Source: an optimization exercise on an open RTL-to-GDS flow (aim: small area). Production flows keep margins and buffers that such runs may drop.
Function was not checked in any run shown here: the RTL went through the layout flow alone.

<file path="config.mk">
export PLATFORM = sky130hd
export DESIGN_NAME = sliding_mode_heading_tracker
export DESIGN_NICKNAME = sliding_mode_heading_tracker
export VERILOG_FILES = /design/flow/design.v
export SDC_FILE = /design/flow/constraint.sdc
export NUM_CORES = 4
export LEC_CHECK = 0
export CAP_MARGIN = 20
export CORE_MARGIN = 2
export CORE_UTILIZATION = 40
export SLEW_MARGIN = 20
</file>
<file path="constraint.sdc">
create_clock -name core_clock -period 10.0 [get_ports {clk}]
set_input_delay 2.0000 -clock core_clock [delete_from_list [all_inputs] [get_ports {clk}]]
set_output_delay 2.0000 -clock core_clock [all_outputs]
set_load 0.01 [all_outputs]
</file>
<file path="design.v">
package shmt_pkg;
	localparam int CORDIC_STAGES = 16;
	localparam logic [16*28-1:0] ATAN_Q24 = {
		28'd512, 28'd1024, 28'd2048, 28'd4096,
		28'd8192, 28'd16384, 28'd32768, 28'd65536,
		28'd131069, 28'd262123, 28'd524117, 28'd1047214,
		28'd2086331, 28'd4110060, 28'd7778716, 28'd13176795
	};
	localparam logic signed [28:0] PI_Q24 = 29'sd52707179;
	localparam logic [15:0] NEAR_LIM = 16'd10792;
	localparam logic [15:0] BOUND_Q13 = 16'd1229;
	localparam logic [15:0] HALF_PI_Q13 = 16'd12868;
	localparam logic [16:0] TINY_Q12 = 17'd41;
	localparam logic [30:0] ONE_Q30 = 31'h4000_0000;
	localparam logic [1:0] REG_MAX_LIN = 2'd0;
	localparam logic [1:0] REG_MAX_TURN = 2'd1;
	localparam logic [1:0] REG_MIN_TURN = 2'd2;
	localparam logic [14:0] VEC_REG = 15'b101_0101_0101_0101;
	localparam logic [15:0] ROT_REG = 16'b0001_0010_0100_0000;
	typedef struct packed {
		logic signed [31:0] cur_x;
		logic signed [31:0] cur_y;
		logic signed [15:0] cur_heading;
		logic signed [31:0] target_x;
		logic signed [31:0] target_y;
	} in_word_t;
	typedef struct packed {
		logic [14:0]        linear_cmd;
		logic signed [15:0] angular_cmd;
	} out_word_t;
	localparam int ROT_K = 5;
endpackage
module shmt_padd #(
	parameter int W = 32
) (
	input  logic [W-1:0] a,
	input  logic [W-1:0] b,
	input  logic         ci,
	output logic [W-1:0] s,
	output logic [W-1:0] s1
);
	localparam int L = (W <= 2) ? 1 : (W <= 4) ? 2 : (W <= 8) ? 3 : (W <= 16) ? 4 : (W <= 32) ? 5 : 6;
	logic [W-1:0] p, g;
	logic [W-1:0] gg, pp;
	always_comb begin
		p = a ^ b;
		g = a & b;
		gg = g;
		pp = p;
		for (int l = 0; l < L; l++) begin
			for (int j = W - 1; j >= 0; j--) begin
				if (((j + 1) % (2 << l)) == 0) begin
					gg[j] = gg[j] | (pp[j] & gg[j - (1 << l)]);
					pp[j] = pp[j] & pp[j - (1 << l)];
				end
			end
		end
		for (int l = L - 1; l >= 0; l--) begin
			for (int j = W - 1; j >= 0; j--) begin
				if (((j + 1) % (1 << l)) == 0 && ((j + 1) % (2 << l)) != 0 && j >= (2 << l)) begin
					gg[j] = gg[j] | (pp[j] & gg[j - (1 << l)]);
					pp[j] = pp[j] & pp[j - (1 << l)];
				end
			end
		end
	end
	if (W > 1) begin : g_w
		assign s  = p ^ {gg[W-2:0] | (pp[W-2:0] & {(W-1){ci}}), ci};
		assign s1 = p ^ {gg[W-2:0] | pp[W-2:0], 1'b1};
	end else begin : g_1
		assign s  = p ^ ci;
		assign s1 = ~p;
	end
endmodule
module shmt_radd #(
	parameter int W = 32
) (
	input  logic [W-1:0] a,
	input  logic [W-1:0] b,
	input  logic         ci,
	output logic [W-1:0] s
);
	logic [W:0] c;
	assign c[0] = ci;
	for (genvar i = 0; i < W; i++) begin : g_b
		assign s[i] = a[i] ^ b[i] ^ c[i];
		assign c[i+1] = (a[i] & b[i]) | (a[i] & c[i]) | (b[i] & c[i]);
	end
endmodule
module shmt_sxadd #(
	parameter int W = 32,
	parameter int N = 16
) (
	input  logic [W-1:0] a,
	input  logic [N-1:0] b,
	input  logic         ci,
	output logic [W-1:0] s
);
	logic [N:0]   lo;
	logic         e, c, ic;
	logic [W-N-1:0] w, hi, pa;
	shmt_padd #(N + 1) u_lo (.a({1'b0, a[N-1:0]}), .b({1'b0, b}), .ci(ci), .s(lo), .s1());
	assign e = b[N-1];
	assign c = lo[N];
	assign w = a[W-1:N] ^ {(W-N){e}};
	assign ic = c ^ e;
	always_comb begin
		pa[0] = 1'b1;
		for (int i = 1; i < W - N; i++) pa[i] = pa[i-1] & w[i-1];
	end
	assign hi = w ^ ({(W-N){ic}} & pa) ^ {(W-N){e}};
	assign s = {hi, lo[N-1:0]};
endmodule
module shmt_t1_lut (input logic [5:0] i, output logic [27:0] o);
	always_comb begin
		case (i)
			6'd0: o = 28'h1be4609;
			6'd1: o = 28'h2c2653;
			6'd2: o = 28'hd0e2d1;
			6'd3: o = 28'hf3ec31b;
			6'd4: o = 28'h140d831;
			6'd5: o = 28'hfaeb87b;
			6'd6: o = 28'h5374f9;
			6'd7: o = 28'hec15543;
			6'd8: o = 28'h17e9a93;
			6'd9: o = 28'hfec7add;
			6'd10: o = 28'h91375b;
			6'd11: o = 28'heff17a5;
			6'd12: o = 28'h1012cbb;
			6'd13: o = 28'hf6f0d05;
			6'd14: o = 28'h13c983;
			6'd15: o = 28'he81a9cd;
			6'd16: o = 28'h1be4609;
			6'd17: o = 28'h2c2653;
			6'd18: o = 28'hd0e2d1;
			6'd19: o = 28'hf3ec31b;
			6'd20: o = 28'h140d831;
			6'd21: o = 28'hfaeb87b;
			6'd22: o = 28'h5374f9;
			6'd23: o = 28'hec15543;
			6'd24: o = 28'h17e9a93;
			6'd25: o = 28'hfec7add;
			6'd26: o = 28'h91375b;
			6'd27: o = 28'heff17a5;
			6'd28: o = 28'h1012cbb;
			6'd29: o = 28'hf6f0d05;
			6'd30: o = 28'h13c983;
			6'd31: o = 28'he81a9cd;
			6'd32: o = 28'h4e28574;
			6'd33: o = 28'h35065be;
			6'd34: o = 28'h3f5223c;
			6'd35: o = 28'h2630286;
			6'd36: o = 28'h465179c;
			6'd37: o = 28'h2d2f7e6;
			6'd38: o = 28'h377b464;
			6'd39: o = 28'h1e594ae;
			6'd40: o = 28'h4a2d9fe;
			6'd41: o = 28'h310ba48;
			6'd42: o = 28'h3b576c6;
			6'd43: o = 28'h2235710;
			6'd44: o = 28'h4256c26;
			6'd45: o = 28'h2934c70;
			6'd46: o = 28'h33808ee;
			6'd47: o = 28'h1a5e938;
			6'd48: o = 28'he9a069e;
			6'd49: o = 28'hd07e6e8;
			6'd50: o = 28'hdaca366;
			6'd51: o = 28'hc1a83b0;
			6'd52: o = 28'he1c98c6;
			6'd53: o = 28'hc8a7910;
			6'd54: o = 28'hd2f358e;
			6'd55: o = 28'hb9d15d8;
			6'd56: o = 28'he5a5b28;
			6'd57: o = 28'hcc83b72;
			6'd58: o = 28'hd6cf7f0;
			6'd59: o = 28'hbdad83a;
			6'd60: o = 28'hddced50;
			6'd61: o = 28'hc4acd9a;
			6'd62: o = 28'hcef8a18;
			6'd63: o = 28'hb5d6a62;
			default: o = '0;
		endcase
	end
endmodule
module shmt_t2_lut (input logic [3:0] i, output logic [22:0] o);
	always_comb begin
		case (i)
			4'd0: o = 23'h0;
			4'd1: o = 23'h600aa4;
			4'd2: o = 23'h700156;
			4'd3: o = 23'h500bfa;
			4'd4: o = 23'h78002a;
			4'd5: o = 23'h580ace;
			4'd6: o = 23'h680180;
			4'd7: o = 23'h480c24;
			4'd8: o = 23'h7c0006;
			4'd9: o = 23'h5c0aaa;
			4'd10: o = 23'h6c015c;
			4'd11: o = 23'h4c0c00;
			4'd12: o = 23'h740030;
			4'd13: o = 23'h540ad4;
			4'd14: o = 23'h640186;
			4'd15: o = 23'h440c2a;
			default: o = '0;
		endcase
	end
endmodule
module shmt_rot_lut (input logic [4:0] i, output logic [61:0] o);
	always_comb begin
		case (i)
			5'd0: o = {31'h78fa8803, 31'h406d9f12};
			5'd1: o = {31'h3f9260ee, 31'h78fa8806};
			5'd2: o = {31'h2ea5058d, 31'h543d65db};
			5'd3: o = {31'h2bc29a25, 31'h2ea50590};
			5'd4: o = {31'h17b88782, 31'h449a62f3};
			5'd5: o = {31'h3b659d0d, 31'h17b88783};
			5'd6: o = {31'h3dc00227, 31'h6f56a7c8};
			5'd7: o = {31'h10a95838, 31'h3dc00228};
			5'd8: o = {31'h8d7d6c5, 31'h40a7eaea};
			5'd9: o = {31'h3f581516, 31'h8d7d6c6};
			5'd10: o = {31'h37fb2b54, 31'h61116bf7};
			5'd11: o = {31'h1eee9409, 31'h37fb2b55};
			5'd12: o = {31'h259c9a40, 31'h4c45072a};
			5'd13: o = {31'h33baf8d6, 31'h259c9a3f};
			5'd14: o = {31'h3ff38a05, 31'h7f0d194c};
			5'd15: o = {31'hf2e6b4, 31'h3ff38a04};
			5'd16: o = {31'hf2e6b3, 31'h400c75fc};
			5'd17: o = {31'h3ff38a04, 31'hf2e6b4};
			5'd18: o = {31'h33baf8d5, 31'h5a6365c1};
			5'd19: o = {31'h259c9a3f, 31'h33baf8d6};
			5'd20: o = {31'h1eee940a, 31'h4804d4ab};
			5'd21: o = {31'h37fb2b55, 31'h1eee9409};
			5'd22: o = {31'h3f581517, 31'h7728293a};
			5'd23: o = {31'h8d7d6c6, 31'h3f581516};
			5'd24: o = {31'h10a95839, 31'h423ffdd8};
			5'd25: o = {31'h3dc00228, 31'h10a95838};
			5'd26: o = {31'h3b659d0e, 31'h6847787d};
			5'd27: o = {31'h17b88783, 31'h3b659d0d};
			5'd28: o = {31'h2bc29a28, 31'h515afa70};
			5'd29: o = {31'h2ea50590, 31'h2bc29a25};
			5'd30: o = {31'h3f9260f1, 31'h70577fa};
			5'd31: o = {31'h78fa8806, 31'h3f9260ee};
			default: o = '0;
		endcase
	end
endmodule
module shmt_rdec (input logic [16:0] e, output logic [15:0] s);
	logic [21:0] z4;
	logic [17:0] z8;
	logic [25:0] k4;
	logic [17:0] k8;
	logic [0:0] c0_0;
	logic [1:0] c0_1;
	logic [3:0] c0_2;
	logic [7:0] c0_3;
	logic [0:0] c1_0;
	logic [1:0] c1_1;
	logic [3:0] c1_2;
	logic [7:0] c1_3;
	assign c0_0[0] = $signed(e) >= $signed(17'h0);
	assign c0_1[0] = $signed(e) >= $signed(17'h1e6df);
	assign c0_1[1] = $signed(e) >= $signed(17'h1922);
	assign c0_2[0] = $signed(e) >= $signed(17'h1d808);
	assign c0_2[1] = $signed(e) >= $signed(17'ha4c);
	assign c0_2[2] = $signed(e) >= $signed(17'h1f5b5);
	assign c0_2[3] = $signed(e) >= $signed(17'h27f9);
	assign c0_3[0] = $signed(e) >= $signed(17'h1d031);
	assign c0_3[1] = $signed(e) >= $signed(17'h275);
	assign c0_3[2] = $signed(e) >= $signed(17'h1edde);
	assign c0_3[3] = $signed(e) >= $signed(17'h2022);
	assign c0_3[4] = $signed(e) >= $signed(17'h1dfdf);
	assign c0_3[5] = $signed(e) >= $signed(17'h1223);
	assign c0_3[6] = $signed(e) >= $signed(17'h1fd8c);
	assign c0_3[7] = $signed(e) >= $signed(17'h2fd0);
	assign c1_0[0] = $signed(z4) >= $signed(22'h0);
	assign c1_1[0] = $signed(z4) >= $signed(22'h300552);
	assign c1_1[1] = $signed(z4) >= $signed(22'hffaae);
	assign c1_2[0] = $signed(z4) >= $signed(22'h2805fd);
	assign c1_2[1] = $signed(z4) >= $signed(22'h7fb59);
	assign c1_2[2] = $signed(z4) >= $signed(22'h3804a7);
	assign c1_2[3] = $signed(z4) >= $signed(22'h17fa03);
	assign c1_3[0] = $signed(z4) >= $signed(22'h240612);
	assign c1_3[1] = $signed(z4) >= $signed(22'h3fb6e);
	assign c1_3[2] = $signed(z4) >= $signed(22'h3404bc);
	assign c1_3[3] = $signed(z4) >= $signed(22'h13fa18);
	assign c1_3[4] = $signed(z4) >= $signed(22'h2c05e8);
	assign c1_3[5] = $signed(z4) >= $signed(22'hbfb44);
	assign c1_3[6] = $signed(z4) >= $signed(22'h3c0492);
	assign c1_3[7] = $signed(z4) >= $signed(22'h1bf9ee);
	assign s[0] = c0_0[0];
	assign s[1] = c0_1[s[0]];
	assign s[2] = c0_2[s[1:0]];
	assign s[3] = c0_3[s[2:0]];
	always_comb begin
		case (s[3:0])
			4'd0: k4 = 26'h19e4e1e;
			4'd1: k4 = 26'hc2e68;
			4'd2: k4 = 26'hb0eae6;
			4'd3: k4 = 26'h31ecb30;
			4'd4: k4 = 26'h120e046;
			4'd5: k4 = 26'h38ec090;
			4'd6: k4 = 26'h337d0e;
			4'd7: k4 = 26'h2a15d58;
			4'd8: k4 = 26'h15ea2a8;
			4'd9: k4 = 26'h3cc82f2;
			4'd10: k4 = 26'h713f70;
			4'd11: k4 = 26'h2df1fba;
			4'd12: k4 = 26'he134d0;
			4'd13: k4 = 26'h34f151a;
			4'd14: k4 = 26'h3f3d198;
			4'd15: k4 = 26'h261b1e2;
			default: k4 = '0;
		endcase
	end
	assign z4 = {e[10:0], 11'd0} + k4[21:0];
	assign s[4] = c1_0[0];
	assign s[5] = c1_1[s[4]];
	assign s[6] = c1_2[s[5:4]];
	assign s[7] = c1_3[s[6:4]];
	always_comb begin
		case (s[7:4])
			4'd0: k8 = 18'h1f9eb;
			4'd1: k8 = 18'h2048f;
			4'd2: k8 = 18'h1fb41;
			4'd3: k8 = 18'h205e5;
			4'd4: k8 = 18'h1fa15;
			4'd5: k8 = 18'h204b9;
			4'd6: k8 = 18'h1fb6b;
			4'd7: k8 = 18'h2060f;
			4'd8: k8 = 18'h1f9f1;
			4'd9: k8 = 18'h20495;
			4'd10: k8 = 18'h1fb47;
			4'd11: k8 = 18'h205eb;
			4'd12: k8 = 18'h1fa1b;
			4'd13: k8 = 18'h204bf;
			4'd14: k8 = 18'h1fb71;
			4'd15: k8 = 18'h20615;
			default: k8 = '0;
		endcase
	end
	assign z8 = z4[17:0] + k8;
	assign s[8] = !z8[17];
	assign s[15:9] = {z8[10], z8[11], z8[12], z8[13], z8[14], z8[15], z8[16]};
endmodule
import shmt_pkg::*;
module sliding_mode_heading_tracker (
	input  logic        clk,
	input  logic        arst_n,
	input  logic        start,
	output logic        busy,
	input  shmt_pkg::in_word_t    pose,
	output logic        result_valid,
	output shmt_pkg::out_word_t   result,
	input  logic        cfg_we,
	input  logic [1:0]  cfg_idx,
	input  logic [14:0] cfg_data
);
	logic [14:0] max_lin_q, max_turn_q, min_turn_q;
	always_ff @(posedge clk or negedge arst_n) begin
		if (!arst_n) begin
			max_lin_q  <= 15'd2048;
			max_turn_q <= 15'd4096;
			min_turn_q <= 15'd410;
		end else if (cfg_we) begin
			case (cfg_idx)
				REG_MAX_LIN:  max_lin_q  <= cfg_data;
				REG_MAX_TURN: max_turn_q <= cfg_data;
				REG_MIN_TURN: min_turn_q <= cfg_data;
				default: ;
			endcase
		end
	end
	assign busy = 1'b0;
	logic [32:0] dx, dxm1, dy, dym1;
	logic        sx, sy, dyz, neg0;
	logic [33:0] ax, ay, x1, y1p, y1m1, u1;
	logic        s1;
	shmt_padd #(33) u_dx (
		.a  ({pose.target_x[31], pose.target_x}),
		.b  (~{pose.cur_x[31], pose.cur_x}),
		.ci (1'b0),
		.s  (dxm1),
		.s1 (dx)
	);
	shmt_padd #(33) u_dy (
		.a  ({pose.target_y[31], pose.target_y}),
		.b  (~{pose.cur_y[31], pose.cur_y}),
		.ci (1'b0),
		.s  (dym1),
		.s1 (dy)
	);
	always_comb begin
		sx  = dx[32];
		sy  = dy[32];
		dyz = (dy == '0);
		neg0 = !dyz && (sx != sy);
		ax = {1'b0, sx ? ~dxm1 : dx};
		ay = {1'b0, sy ? ~dym1 : dy};
	end
	shmt_padd #(34) u_x1 (.a(ax), .b(ay), .ci(1'b0), .s(x1), .s1());
	shmt_padd #(34) u_y1 (.a(ay), .b(~ax), .ci(1'b0), .s(y1m1), .s1(y1p));
	assign u1 = neg0 ? ~y1m1 : y1p;
	assign s1 = u1[33];
	logic [15:1][33:0] vx;
	logic [15:1][33:0] vy;   
	logic [15:1][15:0] vd;   
	logic [15:1][17:0] vs;   
	logic [15:1]       vv;   
	if (VEC_REG[0]) begin : g_r0
		logic        vq;
		logic [33:0] xq, yq;
		logic [1:0]  dq;
		logic [17:0] sq;
		always_ff @(posedge clk or negedge arst_n) begin
			if (!arst_n) vq <= 1'b0;
			else         vq <= start;
		end
		always_ff @(posedge clk) begin
			xq <= x1;
			yq <= u1;
			dq <= {s1, neg0};
			sq <= {pose.cur_heading, sx, sy};
		end
		assign vv[1] = vq;
		assign vx[1] = xq;
		assign vy[1] = yq;
		assign vd[1] = {14'd0, dq};
		assign vs[1] = sq;
	end else begin : g_c0
		assign vv[1] = start;
		assign vx[1] = x1;
		assign vy[1] = u1;
		assign vd[1] = {14'd0, s1, neg0};
		assign vs[1] = {pose.cur_heading, sx, sy};
	end
	for (genvar g = 1; g <= 14; g++) begin : g_vec
		localparam int WI = (g < 3) ? 34 : 37 - g;
		localparam int WO = (g < 2) ? 34 : 36 - g;
		logic               d, rn;
		logic [WI-1:0]      u;
		logic [WO-1:0]      r, yo, xsh;
		logic [33:0]        xo, ush;
		logic [15:0]        dn;
		if (g == 1) begin : g_u1
			assign u = vy[g][WI-1:0] ^ {WI{vd[g][g]}};
		end else begin : g_un
			assign u = vy[g][WI-1:0];
		end
		assign d   = vd[g][g];
		assign xsh = vx[g] >> g;
		assign ush = 34'(u >> g);
		shmt_padd #(WO) u_y (.a(u[WO-1:0]), .b(~xsh), .ci(1'b1), .s(r), .s1());
		assign rn = r[WO-1];
		assign yo = r ^ {WO{rn}};
		assign dn = vd[g] | (16'(d ^ rn) << (g + 1));
		if (g < 14) begin : g_x
			shmt_padd #(34) u_x (.a(vx[g]), .b(ush), .ci(d), .s(xo), .s1());
		end else begin : g_xn
			logic [15:0] x15n;
			shmt_padd #(16) u_x (.a(vx[g][15:0]), .b(16'(ush)), .ci(d), .s(x15n), .s1());
			assign xo = {17'd0, |vx[g][33:14], x15n};
		end
		if (VEC_REG[g]) begin : g_r
			logic          vq;
			logic [33:0]   xq;
			logic [WO-1:0] yq;
			logic [g+1:0]  dq;
			logic [17:0]   sq;
			always_ff @(posedge clk or negedge arst_n) begin
				if (!arst_n) vq <= 1'b0;
				else         vq <= vv[g];
			end
			always_ff @(posedge clk) begin
				xq <= xo;
				yq <= yo;
				dq <= dn[g+1:0];
				sq <= vs[g];
			end
			assign vv[g+1] = vq;
			assign vx[g+1] = xq;
			assign vy[g+1] = 34'($signed(yq));
			assign vd[g+1] = 16'(dq);
			assign vs[g+1] = sq;
		end else begin : g_c
			assign vv[g+1] = vv[g];
			assign vx[g+1] = xo;
			assign vy[g+1] = 34'($signed(yo));
			assign vd[g+1] = dn;
			assign vs[g+1] = vs[g];
		end
	end
	logic        big, near, d15;
	logic [15:0] x16n;
	logic [15:0] dall;
	logic [6:0]  u15s;
	always_comb begin
		big  = vx[15][16];
		dall = vd[15];
		d15  = dall[15];
	end
	assign u15s = 7'(vy[15][21:0] >> 15);
	shmt_padd #(16) u_x16 (.a(vx[15][15:0]), .b(16'(u15s)), .ci(d15), .s(x16n), .s1());
	assign near = !big && (x16n <= NEAR_LIM);
	logic [27:0] t1;
	logic [22:0] t2;
	logic [17:0] hb;
	logic [28:0] o1, o2, o3, cs, cc, err;
	logic signed [17:0] dq, m, e13w;
	logic signed [16:0] e13;
	logic [10:0] zl;
	logic        gt, lt;
	shmt_t1_lut u_t1 (.i({vs[15][1:0], dall[3:0]}), .o(t1));
	shmt_t2_lut u_t2 (.i(dall[7:4]), .o(t2));
	assign hb = 18'($signed({vs[15][17:2], 1'b0})) + 18'({dall[8], dall[9], dall[10], dall[11],
		dall[12], dall[13], dall[14], dall[15]});
	assign o1 = 29'($signed(t1));
	assign o2 = 29'($signed(t2));
	assign o3 = ~(29'($signed({hb, 10'd0})));
	always_comb begin
		cs = o1 ^ o2 ^ o3;
		cc = {(o1[27:0] & o2[27:0]) | (o1[27:0] & o3[27:0]) | (o2[27:0] & o3[27:0]), 1'b1};
	end
	shmt_padd #(29) u_err (.a(cs), .b(cc), .ci(1'b0), .s(err), .s1());
	always_comb begin
		gt = $signed(err) > PI_Q24;
		lt = $signed(err) < -PI_Q24;
		dq = 18'($signed(err) >>> 11);
		zl = err[10:0];
		if (gt)      m = -18'sd51471 - 18'(zl < 11'd726);
		else if (lt) m = 18'sd51472 + 18'(zl >= 11'd1322);
		else         m = 18'(zl[10]);
		e13w = dq + m;
		e13 = e13w[16:0];
	end
	logic               e_v;
	logic signed [16:0] e_e13;
	logic               e_near;
	always_ff @(posedge clk or negedge arst_n) begin
		if (!arst_n) e_v <= 1'b0;
		else         e_v <= vv[15];
	end
	always_ff @(posedge clk) begin
		e_e13  <= e13;
		e_near <= near;
	end
	logic [15:0] abs_e, wmag, mag, ang;
	logic [27:0] wprod;
	logic        cos_en, vzero;
	assign wprod = 28'(abs_e[10:0]) * 28'd141977 + 28'd16320;
	always_comb begin
		abs_e = e_e13[16] ? 16'(-e_e13) : 16'(e_e13);
		wmag  = (abs_e > BOUND_Q13) ? abs_e + 16'd4096 : 16'(wprod[27:15]);
		cos_en = abs_e <= HALF_PI_Q13;
		vzero = e_near || !cos_en;
		if (e_near) mag = '0;
		else if (17'(wmag) > 17'(max_turn_q)) mag = 16'(max_turn_q);
		else if (17'(wmag) < 17'(min_turn_q) && 17'(wmag) >= TINY_Q12) mag = 16'(min_turn_q);
		else mag = wmag;
		ang = e_e13[16] ? -mag : mag;
	end
	logic [15:0] rs;
	shmt_rdec u_rdec (.e(e_e13), .s(rs));
	logic        r_v;
	logic [15:0] r_s, r_ang;
	logic        r_vz;
	always_ff @(posedge clk or negedge arst_n) begin
		if (!arst_n) r_v <= 1'b0;
		else         r_v <= e_v;
	end
	always_ff @(posedge clk) begin
		r_s   <= rs;
		r_ang <= ang;
		r_vz  <= vzero;
	end
	logic [16:ROT_K][30:0] qx;
	logic [16:ROT_K][30:0] qy;   
	logic [16:ROT_K][15:0] qs;
	logic [16:ROT_K][15:0] qa;
	logic [16:ROT_K]       qz;
	logic [16:ROT_K]       qv;
	logic [61:0] rxy;
	shmt_rot_lut u_rot (.i(r_s[ROT_K-1:0]), .o(rxy));
	assign qx[ROT_K] = rxy[61:31];
	assign qy[ROT_K] = rxy[30:0] ^ {31{r_s[ROT_K]}};
	assign qs[ROT_K] = r_s;
	assign qa[ROT_K] = r_ang;
	assign qz[ROT_K] = r_vz;
	assign qv[ROT_K] = r_v;
	for (genvar g = ROT_K; g < 16; g++) begin : g_rot
		logic s;
		logic [30:0] xo, yo, xsh, ysh;
		assign s = qs[g][g];
		assign xsh = $signed(qx[g]) >>> g;
		assign ysh = $signed(qy[g]) >>> g;
		shmt_sxadd #(31, 31 - g) u_x (.a(qx[g]), .b(ysh[30-g:0]), .ci(s), .s(xo));
		if (g < 15) begin : g_y
			logic [30:0] r;
			shmt_sxadd #(31, 31 - g) u_y (.a(qy[g]), .b(~xsh[30-g:0]), .ci(1'b1), .s(r));
			assign yo = r ^ {31{s ^ qs[g][g+1]}};
		end else begin : g_ny
			assign yo = '0;
		end
		if (ROT_REG[g]) begin : g_r
			logic        vq, zq;
			logic [30:0] xq, yq;
			logic [15:0] sq, aq;
			always_ff @(posedge clk or negedge arst_n) begin
				if (!arst_n) vq <= 1'b0;
				else         vq <= qv[g];
			end
			always_ff @(posedge clk) begin
				xq <= xo;
				yq <= yo;
				sq <= qs[g];
				aq <= qa[g];
				zq <= qz[g];
			end
			assign qv[g+1] = vq;
			assign qx[g+1] = xq;
			assign qy[g+1] = yq;
			assign qs[g+1] = sq;
			assign qa[g+1] = aq;
			assign qz[g+1] = zq;
		end else begin : g_c
			assign qv[g+1] = qv[g];
			assign qx[g+1] = xo;
			assign qy[g+1] = yo;
			assign qs[g+1] = qs[g];
			assign qa[g+1] = qa[g];
			assign qz[g+1] = qz[g];
		end
	end
	logic        c_v;
	logic [30:0] c_x;
	logic [15:0] c_ang;
	logic        c_vz;
	always_ff @(posedge clk or negedge arst_n) begin
		if (!arst_n) c_v <= 1'b0;
		else         c_v <= qv[16];
	end
	always_ff @(posedge clk) begin
		c_x   <= qx[16];
		c_ang <= qa[16];
		c_vz  <= qz[16];
	end
	logic [30:0] cos_c;
	logic [45:0] vprod;
	logic [14:0] v_fin;
	always_comb begin
		if (c_x[30])                     cos_c = '0;
		else if (c_x > ONE_Q30)          cos_c = ONE_Q30;
		else                             cos_c = c_x;
		vprod = 46'(max_lin_q) * 46'(cos_c);
		v_fin = c_vz ? 15'd0 : vprod[44:30];
	end
	always_ff @(posedge clk or negedge arst_n) begin
		if (!arst_n) result_valid <= 1'b0;
		else         result_valid <= c_v;
	end
	always_ff @(posedge clk) begin
		result.linear_cmd  <= v_fin;
		result.angular_cmd <= c_ang;
	end
endmodule
</file>
<file path="run.sh">
#!/bin/bash
# synth_recipe.tcl (not shown) runs the flow's synth.tcl, then flattens the netlist and writes it again
# the make line also repeats each setting of config.mk as NAME=value (left out here)
make -C /OpenROAD-flow-scripts/flow DESIGN_CONFIG=/design/flow/config.mk WORK_HOME=/design/flow/orfs CLKGATE_MAP_FILE= SYNTH_SCRIPT=/design/flow/synth_recipe.tcl finish
</file>
==> results.toml, run 1 <==
[sta]
setup_total_negative_slack_ns = 0
report.final.slew_viol_count = 0
clock.fmax_ghz = 0.106
period_needed_ns = 9.46
max_slew_margin_pct = 24.3
worst_slew_pin_slew_ns = 1.13
finalHoldViolations = 0
layout_worst_path_cycle_share_pct = 94.6
fin_worst_skew_ns = 0.0952
setup_viol_count_final = 0

[die]
die_x_um = 549
start_util_pct = 40.1
fp.dieArea_um2 = 301000
dieHeight_um = 549
boundaryPins = 198
row_count = 200
fp.coreArea_um2 = 296000

[worst_setup_path]
reg2reg_from = "e_e13[1]"
critPathKind = "in -> reg"
critical_path.most_common_cell = "buf_4"
maximum_fanout_along_the_worst_path = 6
critical_path_arrival_ns = 10.14
setup.worst_path.start = "pose[0]"
timing.critical_path.to_type = "flip-flop"
crit_path_start_kind = "input pin"
cp_data_required_time_ns = 10.68
critical_path.max_stage_delay_ns = 0.52
critical_path_s_slowest_cell = "o41a_1"

[place]
post-dp-hpwl_mm = 251
place.gp.congestion = 0.943
port_buffers = 196

[grt]
number_of_antenna_violations_at_the_first_check_in_global_routing = 4
wire_length_of_the_first_global_routing_pass_mm = 488
largest_net_degree_at_the_start_of_global_routing = 76
groute.usage.overall_pct = 19.8
globalRouteOverflowTotal = 0
first_global_vias = 92400

[synthesis]
ys_types = 116
seq_area_frac_synth_pct = 20.7
synth-seq-cells = 1213
number_of_enable_flip_flop_cells_after_synthesis = 0
yosysWarningCount = 35
synth_async_sr_flop_share_pct = 4.95
synthesis.area_um2 = 119000
netlist_instances = 13900
syn_avg_cell_area_um2 = 8.55
ys.flop_type = "dfxtp_1"

[final_layout]
flow.area_growth_from_synthesis_pct = 12.4
most-common-layout-cells = "ha_1, xnor2_1, inv_1"
most_common_library_cell_in_the_layout_ignoring_fill_and_taps = "ha_1"
final_core_utilization_pct = 45.1
layout.nets = 16700
drive_gt1_share_pct = 6.99

[cts]
clk_transition_reported_paths_ns = 0.06
cts_root_buffer_type = "clkbuf_16"
clk-insertion-delay-late_ns = 0.85
cts.sinks = 1213
cts_max_level = 4
cts_tree = "done"
clock_path_buffers = 4
cts-hold-fix-buffers = 0
cts_made_buffers = 153

[drt]
first_iter_violations = 5082
wl_per_cell_um = 16.5
wl_mm = 304
drc_errors = 0
remaining_number_of_nets_flagged_by_the_antenna_check_after_routing = 0
vias = 93900
drt_first_pass_iters = 7
via_density_per_instance = 5.10

[hold_path]
hp-start = "g_vec[8].g_r.sq[7]"
holdCritPathClass = "reg -> reg"

[run]
cap_viol_max_count = 0

[outcome]
run_status = "complete, no violations"
## cell usage after synthesis (66+ instances only)
library cell / n / area [µm²]
o21ai_0: 463 / 2320
mux2_2: 78 / 878
o21bai_1: 87 / 653
and2_1: 144 / 901
nor3_1: 385 / 1930
fa_1: 534 / 10700
and3_1: 116 / 726
xnor2_1: 1644 / 14400
nand2b_1: 136 / 851
nor4_1: 66 / 413
ha_1: 1637 / 20500
nand2_1: 1010 / 3790
or3_1: 95 / 594
a21o_1: 312 / 2340
a31oi_1: 87 / 544
nand4_1: 102 / 638
a211oi_1: 78 / 586
dfxtp_1: 1153 / 23100
o211ai_1: 67 / 503
nand3_1: 247 / 1240
a21oi_1: 659 / 3300
clkbuf_1: 262 / 983
nor2b_1: 208 / 1300
or2_2: 89 / 557
o21a_1: 238 / 1790
xor2_1: 588 / 5150
mux2i_1: 94 / 941
nor2_1: 968 / 3630
inv_1: 1541 / 5780
## critical path, delay by kind of cell
| kind | cells | cell delay (ns) |
|---|---|---|
| AO/OA/AOI/OAI | 15 | 2.62 |
| AND/OR/NAND/NOR | 14 | 2.16 |
| buffers and inverters | 11 | 1.92 |
| adder cells (fa/ha/maj) | 3 | 0.80 |
| XOR/XNOR | 2 | 0.39 |
| multiplexers | 2 | 0.20 |
## registers in the layout, indices dropped and copies added (netlist names), 28 cells and up
signal	flops
c_x	31
g_r0.xq	33
g_r0.yq	34
g_rot.g_r.aq	48
g_rot.g_r.xq	93
g_rot.g_r.yq	93
g_vec.g_r.dq	64
g_vec.g_r.sq	124
g_vec.g_r.xq	221
g_vec.g_r.yq	174
result	31
rxy	62
t1	28
## repair_timing
action                                  in CTS  in global routing
endpoints found under the setup margin      11                 71
pin swaps                                    1                 26
setup buffers                                0                 14
resized for setup                            6                 75
## final timing paths
| path | endpoint | slack (ns) | cells after the start |
|---|---|---|---|
| max reg2reg | r_ang[8] | 0.55 | 38 |
| max | g_r0.yq[30] | 0.54 | 47 |
| min in group asynchronous | min_turn_q[9] | 1.35 | 2 |
| max in group asynchronous | max_lin_q[9] | 8.12 | 2 |
| min | g_vec[10].g_r.sq[7] | 0.27 | 0 |
| min reg2reg | g_vec[10].g_r.sq[7] | 0.27 | 0 |
## metal layers
layer / up-vias / GRT usage (%) / wire length (µm) / part of all wire, %
li1: 47900 / - / - / -
met1: 43600 / 24.7 / 135000 / 44
met2: 1900 / 35.9 / 149000 / 49
met3: 472 / 1.98 / 11700 / 3.9
met4: 0 / 5.50 / 8430 / 2.8
met5: - / 0 / 0 / 0
## final cells by class
cell class / instances / area (µm²)
Multi-Input combinational cell: 10800 / 87900
Timing Repair Buffer: 600 / 5050
Clock buffer: 190 / 4150
Clock inverter: 77 / 1030
Inverter: 1556 / 5840
Sequential cell: 1213 / 24600
Fill cell: 29400 / 163000
Tap cell: 3939 / 4930
Antenna cell: 3 / 7.51
## cells by family after synthesis
| group | Yosys count | share of synthesized area [%] |
|---|---|---|
| buffers and inverters | 1878 | 5.95 |
| AND/OR/NAND/NOR | 3718 | 15.0 |
| AO/OA/AOI/OAI | 2499 | 13.9 |
| other | 2 | 0.00632 |
| flip-flops | 1213 | 20.7 |
| multiplexers | 175 | 1.58 |
| adder cells (fa/ha/maj) | 2173 | 26.3 |
| XOR/XNOR | 2240 | 16.6 |
## per-stage QoR
stage          instance area [µm²]  instances  worst slack, ns  hold slack (ns)
5_1_grt                     134000      18400          -0.0396            0.295
4_1_cts                     133000      18400           0.0632            0.276
2_1_floorplan               119000      13900           0.0126            0.310
6_report                    134000      18400            0.541            0.275
3_5_place_dp                128000      18100            -1.24            0.312
3_3_place_gp                128000      18100            -1.23            0.310
==> run 2, diff against run 1 <==
--- a/config.mk
+++ b/config.mk
@@ -7,5 +7,6 @@
 export LEC_CHECK = 0
 export CAP_MARGIN = 20
 export CORE_MARGIN = 2
-export CORE_UTILIZATION = 40
+export CORE_UTILIZATION = 60
+export PLACE_DENSITY = 0.75
 export SLEW_MARGIN = 20
==> results.toml, run 2 <==
[drt]
vias = 98400
via_density_per_instance = 5.78
first_iter_violations = 6591
remaining_number_of_nets_flagged_by_the_antenna_check_after_routing = 0
wl_mm = 325
drt_first_pass_iters = 6
drc_errors = 0
wl_per_cell_um = 19.1

[cts]
clk-insertion-delay-late_ns = 0.83
clock_path_buffers = 3
cts_tree = "done"
cts_max_level = 4
cts_made_buffers = 133
cts.sinks = 1213
clk_transition_reported_paths_ns = 0.07
cts_root_buffer_type = "clkbuf_16"
cts-hold-fix-buffers = 0

[sta]
setup_ws_ns = 0.456
report.final.slew_viol_count = 0
clock.fmax_ghz = 0.105
layout_worst_path_cycle_share_pct = 95.4
setup_viol_count_final = 0
finalHoldViolations = 0
max_slew_margin_pct = 20.0
holdWs_ns = 0.310
fin_worst_skew_ns = 0.0619
worst_slew_pin_slew_ns = 1.18
period_needed_ns = 9.54

[worst_setup_path]
cp_data_required_time_ns = 10.72
worst_reg2reg_path_endpoint = "g_rot[12].g_r.yq[28]"
r2r_cells = 36
critical_path.most_common_cell = "ha_1"
crit_path_start_kind = "flip-flop"
maximum_fanout_along_the_worst_path = 9
setup.worst_path.start = "g_rot[9].g_r.xq[10]"
regToRegSetupSlack_ns = 0.46
critical_path.max_stage_delay_ns = 0.50
critPathKind = "reg -> reg"
reg2reg_from = "g_rot[9].g_r.xq[10]"
critical_path_s_slowest_cell = "or3_4"
critical_path_arrival_ns = 10.27
timing.critical_path.to_type = "flip-flop"
setup.worst_path.end = "g_rot[12].g_r.yq[28]"

[grt]
met3_usage_pct = 3.78
groute.usage.overall_pct = 31.7
globalRouteOverflowTotal = 0
first_global_vias = 101000
wire_length_of_the_first_global_routing_pass_mm = 522
number_of_antenna_violations_at_the_first_check_in_global_routing = 5
global_route.usage.met2_pct = 58.2
grt_use_met1_pct = 37.2
busiest_layer = "met2"
largest_net_degree_at_the_start_of_global_routing = 80

[final_layout]
largest_reg_flops = 221
finalNonFillerCells = 17000
multi_input_area_um2 = 88000
layout.nets = 16600
drive_gt1_share_pct = 6.46
register_name_with_the_most_flops = "g_vec.g_r.xq"
flow.area_growth_from_synthesis_pct = 10.2
layout.area.seq_um2 = 24600
most_common_library_cell_in_the_layout_ignoring_fill_and_taps = "ha_1"
most-common-layout-cells = "ha_1, xnor2_1, inv_1"
reg_top3 = "g_vec.g_r.xq (221), g_vec.g_r.yq (174), g_vec.g_r.sq (124)"
n_fill_cell = 16300

[die]
row_count = 163
fp.dieArea_um2 = 202000
dieHeight_um = 449
start_util_pct = 60.3
die_x_um = 449
fp.coreArea_um2 = 197000
boundaryPins = 198

[place]
port_buffers = 196
placed_cells = 16800
detailedPlace.worstSlack_ns = -0.671
post-dp-hpwl_mm = 267
place.gp.congestion = 0.943

[synthesis]
synth_async_sr_flop_share_pct = 4.95
yosys-top-cells-count = "xnor2_1, ha_1, inv_1, dfxtp_1, nand2_1"
syn_avg_cell_area_um2 = 8.55
netlist_instances = 13900
synth_top_cell_by_area = "dfxtp_1"
synthesis.area_um2 = 119000
ys_top_cells_by_area = "dfxtp_1, ha_1, xnor2_1"
synth.top_cell.area_share_pct = 19.4
seq_area_frac_synth_pct = 20.7
synth-seq-cells = 1213
ys_types = 116
synth_most_common_cell = "xnor2_1"
ys.flop_type = "dfxtp_1"
yosysWarningCount = 35
number_of_enable_flip_flop_cells_after_synthesis = 0

[run]
cap_viol_max_count = 0

[hold_path]
hold-path-cell-count = 0
holdCritPathClass = "reg -> reg"

[outcome]
run_status = "complete, no violations"
## run 2: cell count changes in the layout (fill, tap and decap cells not counted), sizes merged
cell,delta
buf,-68
clkinvlp,-5
inv,+4
clkdlybuf4s50,+1
bufinv,-5
clkinv,+4
dlymetal6s2s,-1
clkbuf,-23
## run 2: metal layers
metal / vias up / share of wire (%) / routed length (µm)
met5: - / 0.0040 / 13
met4: 2 / 4.3 / 14000
met3: 782 / 4.9 / 16100
met2: 2818 / 50 / 163000
met1: 47100 / 41 / 132000
li1: 47700 / - / -
## run 2: kinds of logic after synthesis
kind of cell,share of synthesized area (%)
adder cells (fa/ha/maj),26.3
flip-flops,20.7
XOR/XNOR,16.6
AO/OA/AOI/OAI,13.9
buffers and inverters,5.95
AND/OR/NAND/NOR,15.0
other,0.00632
multiplexers,1.58
## run 2: layout make-up
type,instances,area share (%)
diodes,3,0.00573
multi-input cells,10800,67.2
inverters,1556,4.46
repair buffers,532,3.43
clock buffers,167,2.79
well taps,2640,2.52
flip-flops and latches,1213,18.8
clock inverters,75,0.805
## run 2: worst min path at each step
stage	from	end	slack, ns
after floorplan	g_rot[12].g_r.aq[0]	c_ang[0]	0.31
after global placement	g_vec[8].g_r.sq[16]	g_vec[10].g_r.sq[16]	0.31
after detailed placement	g_rot[9].g_r.aq[15]	g_rot[12].g_r.aq[15]	0.31
after CTS	g_vec[6].g_r.dq[4]	g_vec[8].g_r.dq[4]	0.31
after global routing	g_vec[6].g_r.dq[4]	g_vec[8].g_r.dq[4]	0.32
final	r_s[13]	g_rot[6].g_r.sq[13]	0.31
## run 2: timing repair
| action | in CTS | in global routing |
|---|---|---|
| endpoints found under the setup margin | 4 | 73 |
| gates resized for setup | 1 | 83 |
| pin swaps | 1 | 14 |
| buffers inserted | 1 | 6 |
## run 2: through the flow
step / cell area [µm²] / util (%) / setup TNS (ns)
after floorplan: 119000 / - / 0
after global placement: 126000 / 63.8 / -5.50
after detailed placement: 126000 / 63.8 / -6.49
after CTS: 130000 / 66.2 / 0
after global routing: 131000 / 66.5 / -0.0720
final: 131000 / 66.5 / 0
## run 2: critical path: cells and delay by family, from the launching register on
kind / cells / cell delay (ns)
and+or+nand+nor: 7 / 1.98
adders and majority gates: 4 / 1.19
xor gates and xnor gates: 5 / 0.93
AOI/OAI and AO/OA: 16 / 4.25
muxes: 1 / 0.34
DFF: 1 / 0.39
buffers and inverters: 3 / 0.34
==> run 3, diff against run 2 <==
--- a/config.mk
+++ b/config.mk
@@ -7,6 +7,6 @@
 export LEC_CHECK = 0
 export CAP_MARGIN = 20
 export CORE_MARGIN = 2
-export CORE_UTILIZATION = 60
-export PLACE_DENSITY = 0.75
+export CORE_UTILIZATION = 40
+export GPL_TIMING_DRIVEN = 0
 export SLEW_MARGIN = 20
==> results.toml, run 3 <==
[worst_setup_path]
setup.worst_path.start = "e_e13[15]"
critical_path.max_stage_delay_ns = 0.60
r2r_cells = 38
worst_reg2reg_path_endpoint = "r_s[8]"
regToRegSetupSlack_ns = 0.33
critical_path_cell_count = 38
critical_path_s_slowest_cell = "or4_4"
critical_path_arrival_ns = 10.37
critPathKind = "reg -> reg"
timing.critical_path.buf_inv = 4
family_with_the_most_delay_on_the_worst_path = "compound AO/OA/AOI/OAI gates"
crit_path_start_kind = "flip-flop"
timing.critical_path.to_type = "flip-flop"
cp_data_required_time_ns = 10.70
maximum_fanout_along_the_worst_path = 9
reg2reg_from = "e_e13[15]"
setup.worst_path.end = "r_s[8]"

[drt]
wl_per_cell_um = 17.7
vias = 94900
drc_errors = 0
first_iter_violations = 5350
wl_mm = 326
drt_first_pass_iters = 8
remaining_number_of_nets_flagged_by_the_antenna_check_after_routing = 0
via_density_per_instance = 5.16

[synthesis]
synth_async_sr_flop_share_pct = 4.95
ys_types = 116
synth.top_cell.area_share_pct = 19.4
synth_most_common_cell = "xnor2_1"
yosys-top-cells-count = "xnor2_1, ha_1, inv_1, dfxtp_1, nand2_1"
netlist_instances = 13900
number_of_enable_flip_flop_cells_after_synthesis = 0
synth-seq-cells = 1213
synthesis.area_um2 = 119000
synth_top_cell_by_area = "dfxtp_1"
seq_area_frac_synth_pct = 20.7
ys.flop_type = "dfxtp_1"
syn_avg_cell_area_um2 = 8.55
ys_top_cells_by_area = "dfxtp_1, ha_1, xnor2_1"
yosysWarningCount = 35

[final_layout]
register_name_with_the_most_flops = "g_vec.g_r.xq"
most-common-layout-cells = "ha_1, xnor2_1, inv_1"
most_common_library_cell_in_the_layout_ignoring_fill_and_taps = "ha_1"
final_core_utilization_pct = 44.9
largest_reg_flops = 221
drive_gt1_share_pct = 5.96
layout.nets = 16700
flow.area_growth_from_synthesis_pct = 12.0
reg_top3 = "g_vec.g_r.xq (221), g_vec.g_r.yq (174), g_vec.g_r.sq (124)"

[run]
cap_viol_max_count = 0

[grt]
groute.usage.overall_pct = 21.2
global_route.usage.met2_pct = 37.4
grt_use_met1_pct = 26.7
number_of_antenna_violations_at_the_first_check_in_global_routing = 7
met3_usage_pct = 2.39
wire_length_of_the_first_global_routing_pass_mm = 511
busiest_layer = "met2"
first_global_vias = 92700
globalRouteOverflowTotal = 0
largest_net_degree_at_the_start_of_global_routing = 38

[sta]
report.final.slew_viol_count = 0
worst_slew_pin_slew_ns = 1.22
holdWs_ns = 0.307
period_needed_ns = 9.67
fin_worst_skew_ns = 0.0775
layout_worst_path_cycle_share_pct = 96.7
clock.fmax_ghz = 0.103
setup_viol_count_final = 0
setup_total_negative_slack_ns = 0
finalHoldViolations = 0
max_slew_margin_pct = 18.6
unrepaired_setup_endpoints_after_global_routing = "true"

[die]
start_util_pct = 40.1
fp.coreArea_um2 = 296000
boundaryPins = 198
die_x_um = 549
row_count = 200
fp.dieArea_um2 = 301000
dieHeight_um = 549

[cts]
cts.sinks = 1213
cts_made_buffers = 141
clock_path_buffers = 4
cts_max_level = 4
clk_transition_reported_paths_ns = 0.07
clk-insertion-delay-late_ns = 0.85
cts-hold-fix-buffers = 0
cts_root_buffer_type = "clkbuf_16"
cts_tree = "done"

[place]
post-dp-hpwl_mm = 270
port_buffers = 196
place.gp.congestion = 0.947

[outcome]
run_status = "complete, no violations"

[hold_path]
holdCritPathClass = "reg -> reg"
## run 3: worst min path at each step
stage | slack [ns] | from | to | depth (start not counted)
2_1_floorplan | 0.31 | g_rot[12].g_r.aq[0] | c_ang[0] | 0
3_3_place_gp | 0.31 | g_vec[4].g_r.dq[2] | g_vec[6].g_r.dq[2] | 0
3_5_place_dp | 0.31 | g_rot[12].g_r.aq[8] | c_ang[8] | 0
4_1_cts | 0.31 | g_vec[10].g_r.dq[0] | g_vec[12].g_r.dq[0] | 0
5_1_grt | 0.31 | g_vec[10].g_r.dq[0] | g_vec[12].g_r.dq[0] | 0
6_report | 0.31 | g_vec[10].g_r.dq[0] | g_vec[12].g_r.dq[0] | 0
## run 3: cells by family after synthesis
group / share of synthesized area (%)
AOI/OAI and AO/OA: 13.9
xor gates and xnor gates: 16.6
adders and majority gates: 26.3
buffers and inverters: 5.95
DFF: 20.7
muxes: 1.58
other: 0.00632
and+or+nand+nor: 15.0
## run 3: repair_timing
item	CTS	global route
buffers inserted	36	42
resized for setup	196	247
gates cloned	0	0
setup endpoints to repair	229	223
pin swaps	24	68
## run 3: final cells by class
cell class              count  area [µm²]
clock buffers             189        4030
clock inverters            65         857
flip-flops and latches   1213       24600
plain buffers             316        1430
well taps                3939        4930
fillers                 29400      163000
repair buffers            276        2600
multi-input cells       10800       88700
diodes                      2        5.00
inverters                1556        5860
## run 3: metal layers
| layer | part of all wire (%) | wire length (µm) |
|---|---|---|
| met2 | 48 | 156000 |
| met1 | 44 | 144000 |
| met4 | 3.5 | 11300 |
| met5 | 0.010 | 34 |
| met3 | 4.5 | 14800 |
## run 3: metrics by stage
step / std cells / setup WS [ns] / instance area (µm²)
4_1_cts: 18300 / 0.000842 / 132000
5_1_grt: 18400 / -0.101 / 133000
3_5_place_dp: 18100 / -4.02 / 126000
3_3_place_gp: 18100 / -4.42 / 126000
2_1_floorplan: 13900 / 0.0126 / 119000
6_report: 18400 / 0.330 / 133000
==> run 4, diff against run 3 <==
--- a/config.mk
+++ b/config.mk
@@ -8,5 +8,5 @@
 export CAP_MARGIN = 20
 export CORE_MARGIN = 2
 export CORE_UTILIZATION = 40
-export GPL_TIMING_DRIVEN = 0
+export CTS_BUF_LIST = sky130_fd_sc_hd__clkbuf_4 sky130_fd_sc_hd__clkbuf_8
 export SLEW_MARGIN = 20
==> results.toml, run 4 <==
[outcome]
run_status = "complete, no violations"

[synthesis]
synth_async_sr_flop_share_pct = 4.95
seq_area_frac_synth_pct = 20.7
synth-seq-cells = 1213
netlist_instances = 13900
synth.top_cell.area_share_pct = 19.4
number_of_enable_flip_flop_cells_after_synthesis = 0
synthesis.area_um2 = 119000
ys_types = 116
synth_top_cell_by_area = "dfxtp_1"
ys_top_cells_by_area = "dfxtp_1, ha_1, xnor2_1"
syn_avg_cell_area_um2 = 8.55
yosys-top-cells-count = "xnor2_1, ha_1, inv_1, dfxtp_1, nand2_1"
ys.flop_type = "dfxtp_1"
synth_most_common_cell = "xnor2_1"
yosysWarningCount = 35

[drt]
vias = 94100
wl_per_cell_um = 16.4
drc_errors = 0
wl_mm = 304
remaining_number_of_nets_flagged_by_the_antenna_check_after_routing = 0
drt_first_pass_iters = 10
first_iter_violations = 5175
via_density_per_instance = 5.08

[die]
die_x_um = 549
start_util_pct = 40.1
fp.dieArea_um2 = 301000
fp.coreArea_um2 = 296000
boundaryPins = 198
dieHeight_um = 549
row_count = 200

[grt]
wire_length_of_the_first_global_routing_pass_mm = 488
groute.usage.overall_pct = 19.8
largest_net_degree_at_the_start_of_global_routing = 76
number_of_antenna_violations_at_the_first_check_in_global_routing = 5
globalRouteOverflowTotal = 0
first_global_vias = 92800

[final_layout]
flow.area_growth_from_synthesis_pct = 12.1
most_common_library_cell_in_the_layout_ignoring_fill_and_taps = "ha_1"
largest_reg_flops = 221
finalNonFillerCells = 18500
drive_gt1_share_pct = 7.73
final_core_utilization_pct = 44.9
register_name_with_the_most_flops = "g_vec.g_r.xq"
layout.nets = 16700
reg_top3 = "g_vec.g_r.xq (221), g_vec.g_r.yq (174), g_vec.g_r.sq (124)"
most-common-layout-cells = "ha_1, xnor2_1, inv_1"

[sta]
finalHoldViolations = 0
clock.fmax_ghz = 0.106
unrepaired_setup_endpoints_after_global_routing = "true"
max_slew_margin_pct = 24.8
layout_worst_path_cycle_share_pct = 94.8
period_needed_ns = 9.48
worst_slew_pin_slew_ns = 1.13
setup_viol_count_final = 0
report.final.slew_viol_count = 0
fin_worst_skew_ns = 0.107

[run]
cap_viol_max_count = 0

[place]
port_buffers = 196
post-dp-hpwl_mm = 251
place.gp.congestion = 0.943
placed_cells = 18100

[worst_setup_path]
timing.critical_path.to_type = "flip-flop"
critical_path_arrival_ns = 10.34
regToRegSetupSlack_ns = 0.52
cp_data_required_time_ns = 10.86
critPathKind = "reg -> reg"
critical_path.most_common_cell = "ha_1"
maximum_fanout_along_the_worst_path = 8
crit_path_start_kind = "flip-flop"
timing.critical_path.buf_inv = 6
family_with_the_most_delay_on_the_worst_path = "adder cells"
critical_path_s_slowest_cell = "fa_1"
critical_path.max_stage_delay_ns = 0.53

[cts]
cts_tree = "done"
clk-insertion-delay-late_ns = 1.01
cts_root_buffer_type = "clkbuf_8"
clk_transition_reported_paths_ns = 0.07
clock_path_buffers = 4
cts_made_buffers = 217
cts.sinks = 1213
cts_max_level = 4

[hold_path]
holdCritPathClass = "reg -> reg"
==> run 4: cell counts after synthesis <==
No cell type changed its count.
==> run 4: layer usage <==
layer | part of all wire (%) | global-route usage, % | vias up | routed length, µm
li1 | - | - | 48000 | -
met3 | 3.8 | 2.06 | 499 | 11600
met5 | 0 | 0 | - | 0
met1 | 44 | 24.6 | 43700 | 135000
met4 | 3.1 | 6.25 | 0 | 9330
met2 | 49 | 35.7 | 1882 | 148000
==> run 4: per-stage QoR <==
step	cell area [µm²]	setup WS (ns)	hold slack (ns)	TNS [ns]
4_1_cts	133000	0.0406	0.224	0
5_1_grt	133000	-0.0564	0.228	-0.237
6_report	133000	0.522	0.232	0
3_3_place_gp	128000	-1.23	0.310	-19.22
2_1_floorplan	119000	0.0126	0.310	0
3_5_place_dp	128000	-1.24	0.312	-18.88
==> run 4: path summary, 6_finish.rpt <==
path | from | endpoint | cells after the start
setup / recovery | e_e13[1] | r_ang[8] | 38
hold / removal | g_vec[12].g_r.dq[12] | g_vec[14].g_r.dq[12] | 0
setup reg to reg | e_e13[1] | r_ang[8] | 38
hold reg to reg | g_vec[12].g_r.dq[12] | g_vec[14].g_r.dq[12] | 0
max in group asynchronous | arst_n | max_lin_q[9] | 2
min in group asynchronous | arst_n | min_turn_q[9] | 2
==> run 4: final cells by class <==
cell class	instances	area [µm²]
diodes	5	12.5
clock buffers	310	3980
clock inverters	76	946
fillers	29500	163000
inverters	1556	5840
multi-input cells	10800	87900
flip-flops and latches	1213	24600
well taps	3939	4930
repair buffers	591	4980
==> run 4: repair_timing <==
action                                  in CTS  in global routing
pin swaps                                    0                  5
buffers inserted                             0                  5
resized for setup                            3                 55
endpoints found under the setup margin       7                 69
hold buffers                                 0                  0
==> run 4: kinds of logic after synthesis <==
logic type	synth area share (%)
buf+inv	5.95
simple gates	15.0
fa+ha+maj	26.3
other cells	0.00632
xor+xnor	16.6
compound gates	13.9
flops	20.7
mux	1.58
==> run 5, diff against run 4 <==
--- a/design.v
+++ b/design.v
@@ -434,8 +434,8 @@
 		assign vs[1] = {pose.cur_heading, sx, sy};
 	end
 	for (genvar g = 1; g <= 14; g++) begin : g_vec
-		localparam int WI = (g < 3) ? 34 : 37 - g;
-		localparam int WO = (g < 2) ? 34 : 36 - g;
+		localparam int WI = (g < 2) ? 34 : 36 - g;
+		localparam int WO = (g < 1) ? 34 : 35 - g;
 		logic               d, rn;
 		logic [WI-1:0]      u;
 		logic [WO-1:0]      r, yo, xsh;
@@ -498,7 +498,7 @@
 		dall = vd[15];
 		d15  = dall[15];
 	end
-	assign u15s = 7'(vy[15][21:0] >> 15);
+	assign u15s = 7'(vy[15][20:0] >> 15);
 	shmt_padd #(16) u_x16 (.a(vx[15][15:0]), .b(16'(u15s)), .ci(d15), .s(x16n), .s1());
 	assign near = !big && (x16n <= NEAR_LIM);
 	logic [27:0] t1;
@@ -556,7 +556,7 @@
 		else if (17'(wmag) > 17'(max_turn_q)) mag = 16'(max_turn_q);
 		else if (17'(wmag) < 17'(min_turn_q) && 17'(wmag) >= TINY_Q12) mag = 16'(min_turn_q);
 		else mag = wmag;
-		ang = e_e13[16] ? -mag : mag;
+		ang = {e_e13[16], mag[14:0]};
 	end
 	logic [15:0] rs;
 	shmt_rdec u_rdec (.e(e_e13), .s(rs));
@@ -653,12 +653,7 @@
 		vprod = 46'(max_lin_q) * 46'(cos_c);
 		v_fin = c_vz ? 15'd0 : vprod[44:30];
 	end
-	always_ff @(posedge clk or negedge arst_n) begin
-		if (!arst_n) result_valid <= 1'b0;
-		else         result_valid <= c_v;
-	end
-	always_ff @(posedge clk) begin
-		result.linear_cmd  <= v_fin;
-		result.angular_cmd <= c_ang;
-	end
+	assign result_valid       = c_v;
+	assign result.linear_cmd  = v_fin;
+	assign result.angular_cmd = c_ang[15] ? -{1'b0, c_ang[14:0]} : {1'b0, c_ang[14:0]};
 endmodule
--- a/config.mk
+++ b/config.mk
@@ -7,6 +7,8 @@
 export LEC_CHECK = 0
 export CAP_MARGIN = 20
 export CORE_MARGIN = 2
-export CORE_UTILIZATION = 40
+export CORE_UTILIZATION = 60
 export CTS_BUF_LIST = sky130_fd_sc_hd__clkbuf_4 sky130_fd_sc_hd__clkbuf_8
+export GPL_TIMING_DRIVEN = 0
+export PLACE_DENSITY = 0.75
 export SLEW_MARGIN = 20
==> results.toml, run 5 <==
[outcome]
run_status = "failed layout checks"
checkFailReasons = "setup timing"

[drt]
via_density_per_instance = 5.81
wl_mm = 340
drc_errors = 0
remaining_number_of_nets_flagged_by_the_antenna_check_after_routing = 0
first_iter_violations = 6306
vias = 97800
drt_first_pass_iters = 7
wl_per_cell_um = 20.2

[worst_setup_path]
maximum_fanout_along_the_worst_path = 6
critical_path_s_slowest_cell = "fa_1"
critical_path_arrival_ns = 8.94
crit_path_start_kind = "flip-flop"
timing.critical_path.to_type = "primary output"
cp_data_required_time_ns = 8.00
critical_path.most_common_cell = "fa_1"
critPathKind = "reg -> out"
critical_path.max_stage_delay_ns = 0.62

[synthesis]
yosysWarningCount = 35
ys_types = 113
synth_async_sr_flop_share_pct = 5.03
syn_avg_cell_area_um2 = 8.57
synth-seq-cells = 1174
yosys-top-cells-count = "xnor2_1, ha_1, inv_1, dfxtp_1, nor2_1"
synth_top_cell_by_area = "dfxtp_1"
synthesis.area_um2 = 117000
netlist_instances = 13600
number_of_enable_flip_flop_cells_after_synthesis = 0
seq_area_frac_synth_pct = 20.4
ys_top_cells_by_area = "dfxtp_1, ha_1, xnor2_1"
synth.top_cell.area_share_pct = 19.1
ys.flop_type = "dfxtp_1"
synth_most_common_cell = "xnor2_1"

[cts]
clock_path_buffers = 3
clk-insertion-delay-late_ns = 0.96
cts_tree = "done"
cts_made_buffers = 193
cts_root_buffer_type = "clkbuf_8"
cts.sinks = 1174
clk_transition_reported_paths_ns = 0.06
cts-hold-fix-buffers = 0
cts_max_level = 4

[place]
place.gp.congestion = 0.972
port_buffers = 196
post-dp-hpwl_mm = 281
placed_cells = 16400

[final_layout]
most-common-layout-cells = "xnor2_1, ha_1, inv_1"
reg_top3 = "g_vec.g_r.xq (221), g_vec.g_r.yq (167), g_vec.g_r.sq (124)"
drive_gt1_share_pct = 7.62
n_fill_cell = 15800
flow.area_growth_from_synthesis_pct = 10.9
most_common_library_cell_in_the_layout_ignoring_fill_and_taps = "xnor2_1"
register_name_with_the_most_flops = "g_vec.g_r.xq"
layout.nets = 16500
largest_reg_flops = 221
finalNonFillerCells = 16800

[sta]
finalHoldViolations = 0
clock.fmax_ghz = 0.0914
report.final.slew_viol_count = 0
setup_ws_ns = -0.944
unrepaired_setup_endpoints_after_global_routing = "true"
layout_worst_path_cycle_share_pct = 109
fin_worst_skew_ns = 0.0650
period_needed_ns = 10.94
setup_viol_count_final = 12
worst_slew_pin_slew_ns = 1.20
max_slew_margin_pct = 20.0

[grt]
first_global_vias = 99900
groute.usage.overall_pct = 33.8
number_of_antenna_violations_at_the_first_check_in_global_routing = 16
wire_length_of_the_first_global_routing_pass_mm = 533
globalRouteOverflowTotal = 0
largest_net_degree_at_the_start_of_global_routing = 60

[die]
start_util_pct = 60.5
fp.dieArea_um2 = 198000
dieHeight_um = 445
boundaryPins = 198
fp.coreArea_um2 = 193000
row_count = 161
die_x_um = 445

[hold_path]
holdCritPathClass = "reg -> reg"

[run]
cap_viol_max_count = 0
==> run 5: changes by cell type in the layout (fill, tap and decap cells not counted), sizes merged, moves of 20 or more <==
cell / before / now
xnor2: 1648 / 1669
o21a: 238 / 265
or2: 92 / 72
nor2: 970 / 1000
nand2: 1010 / 943
inv: 1560 / 1456
xor2: 588 / 554
nor3: 386 / 360
dfxtp: 1153 / 1115
o21ai: 491 / 466
buf: 396 / 185
a21o: 313 / 290
clkbuf: 310 / 552
a21oi: 661 / 692
==> run 5: critical path, delay by kind of cell, from the launching register on <==
family,cells,cell delay (ns)
buffers and inverters,7,1.06
and+or+nand+nor,7,1.07
DFF,1,0.36
xor gates and xnor gates,1,0.08
adders and majority gates,7,3.42
AOI/OAI and AO/OA,10,2.02
==> run 5: cell type report <==
cell class                 count  area (µm²)  share of cell area, %
inverter                    1447        5440                   4.21
multi-input combinational  10700       87800                   67.8
timing repair buffer         320        2940                   2.27
clock inverter                74        1020                  0.790
antenna                       10        25.0                 0.0193
buffer                       314        1640                   1.27
sequential                  1174       23800                   18.4
tap                         2526        3160                   2.44
clock buffer                 283        3580                   2.76
==> run 5: kinds of logic after synthesis <==
logic type / Yosys count / share of synthesized area, %
other: 2 / 0.00644
buffers and inverters: 1774 / 5.73
XOR/XNOR: 2226 / 16.8
AND/OR/NAND/NOR: 3627 / 14.9
flip-flops: 1174 / 20.4
adder cells (fa/ha/maj): 2163 / 26.6
AO/OA/AOI/OAI: 2469 / 13.8
multiplexers: 181 / 1.67
==> run 5: final timing paths <==
kind	startpoint	to	slack, ns	cells past startpoint
setup reg to reg	e_e13[13]	r_s[8]	0.44	40
setup / recovery	c_x[30]	result[30]	-0.94	32
min in group asynchronous	arst_n	c_v	1.10	1
max in group asynchronous	arst_n	max_lin_q[14]	8.36	1
hold / removal	g_vec[12].g_r.dq[10]	g_vec[14].g_r.dq[10]	0.29	0
hold reg to reg	g_vec[12].g_r.dq[10]	g_vec[14].g_r.dq[10]	0.29	0
==> run 5: metal layers <==
metal  wire [µm]  share of wire, %  vias up  GRT usage [%]
met5          65             0.019        -              0
met1      138000                41    46800           40.1
met3       18700               5.5      861           4.53
met2      164000                48     3061           59.2
li1            -                 -    47100              -
met4       19500               5.7       10           17.8
==> run 5: what timing repair did <==
item	4_1_cts	5_1_grt
cloned	2	0
pin swaps	79	68
setup buffers	85	47
setup endpoints to repair	194	237
resized for setup	379	283
==> run 5: metrics by stage <==
stage	instance area (µm²)	TNS [ns]	hold WS, ns	worst slack [ns]	utilization, %
6_report	129000	-6.01	0.288	-0.944	67.1
2_1_floorplan	117000	0	0.310	0.00529	-
5_1_grt	129000	-9.10	0.315	-1.11	67.1
4_1_cts	128000	-5.32	0.303	-0.848	66.6
3_3_place_gp	122000	-199.45	0.310	-2.90	63.2
3_5_place_dp	122000	-182.42	0.312	-2.84	63.3

## static timing again, ports no longer ideal
In the flow no input, the clock included, has a driving cell. The finished layouts below were timed again as built, in two steps.
Step 1 sets driving cells, clkbuf_16 on the clock port and buf_2 on the other inputs (assumed; they add their load-dependent delay and slew).
Step 2 moves the port delays by t, midway between the first and last clock arrival at a register: inputs arrive t later, outputs are due t later. That takes back most of the time a late clock gives input paths.
Slacks: no drivers / after step 1 / after step 2; pairs: no drivers / after step 1.
run | t, ns | setup slack, ns | worst setup path at the end | clock arrival spread, ns | worst register clock-pin slew, ns
run 1 | 0.904 | 0.541 / 0.546 / -0.292 | input to register | 0.098 / 0.097 | 0.07 / 0.07
run 2 | 0.887 | 0.456 / 0.456 / -0.232 | input to register | 0.062 / 0.062 | 0.08 / 0.08
run 3 | 0.928 | 0.330 / 0.330 / -0.428 | input to register | 0.079 / 0.078 | 0.08 / 0.08
run 4 | 1.063 | 0.522 / 0.522 / -0.311 | input to register | 0.113 / 0.113 | 0.07 / 0.07
run 5 | 1.020 | -0.944 / -1.030 / -0.761 | input to register | 0.077 / 0.076 | 0.09 / 0.09
Met with ideal ports but missed after step 2: setup timing in run 1, run 2, run 3 and run 4.
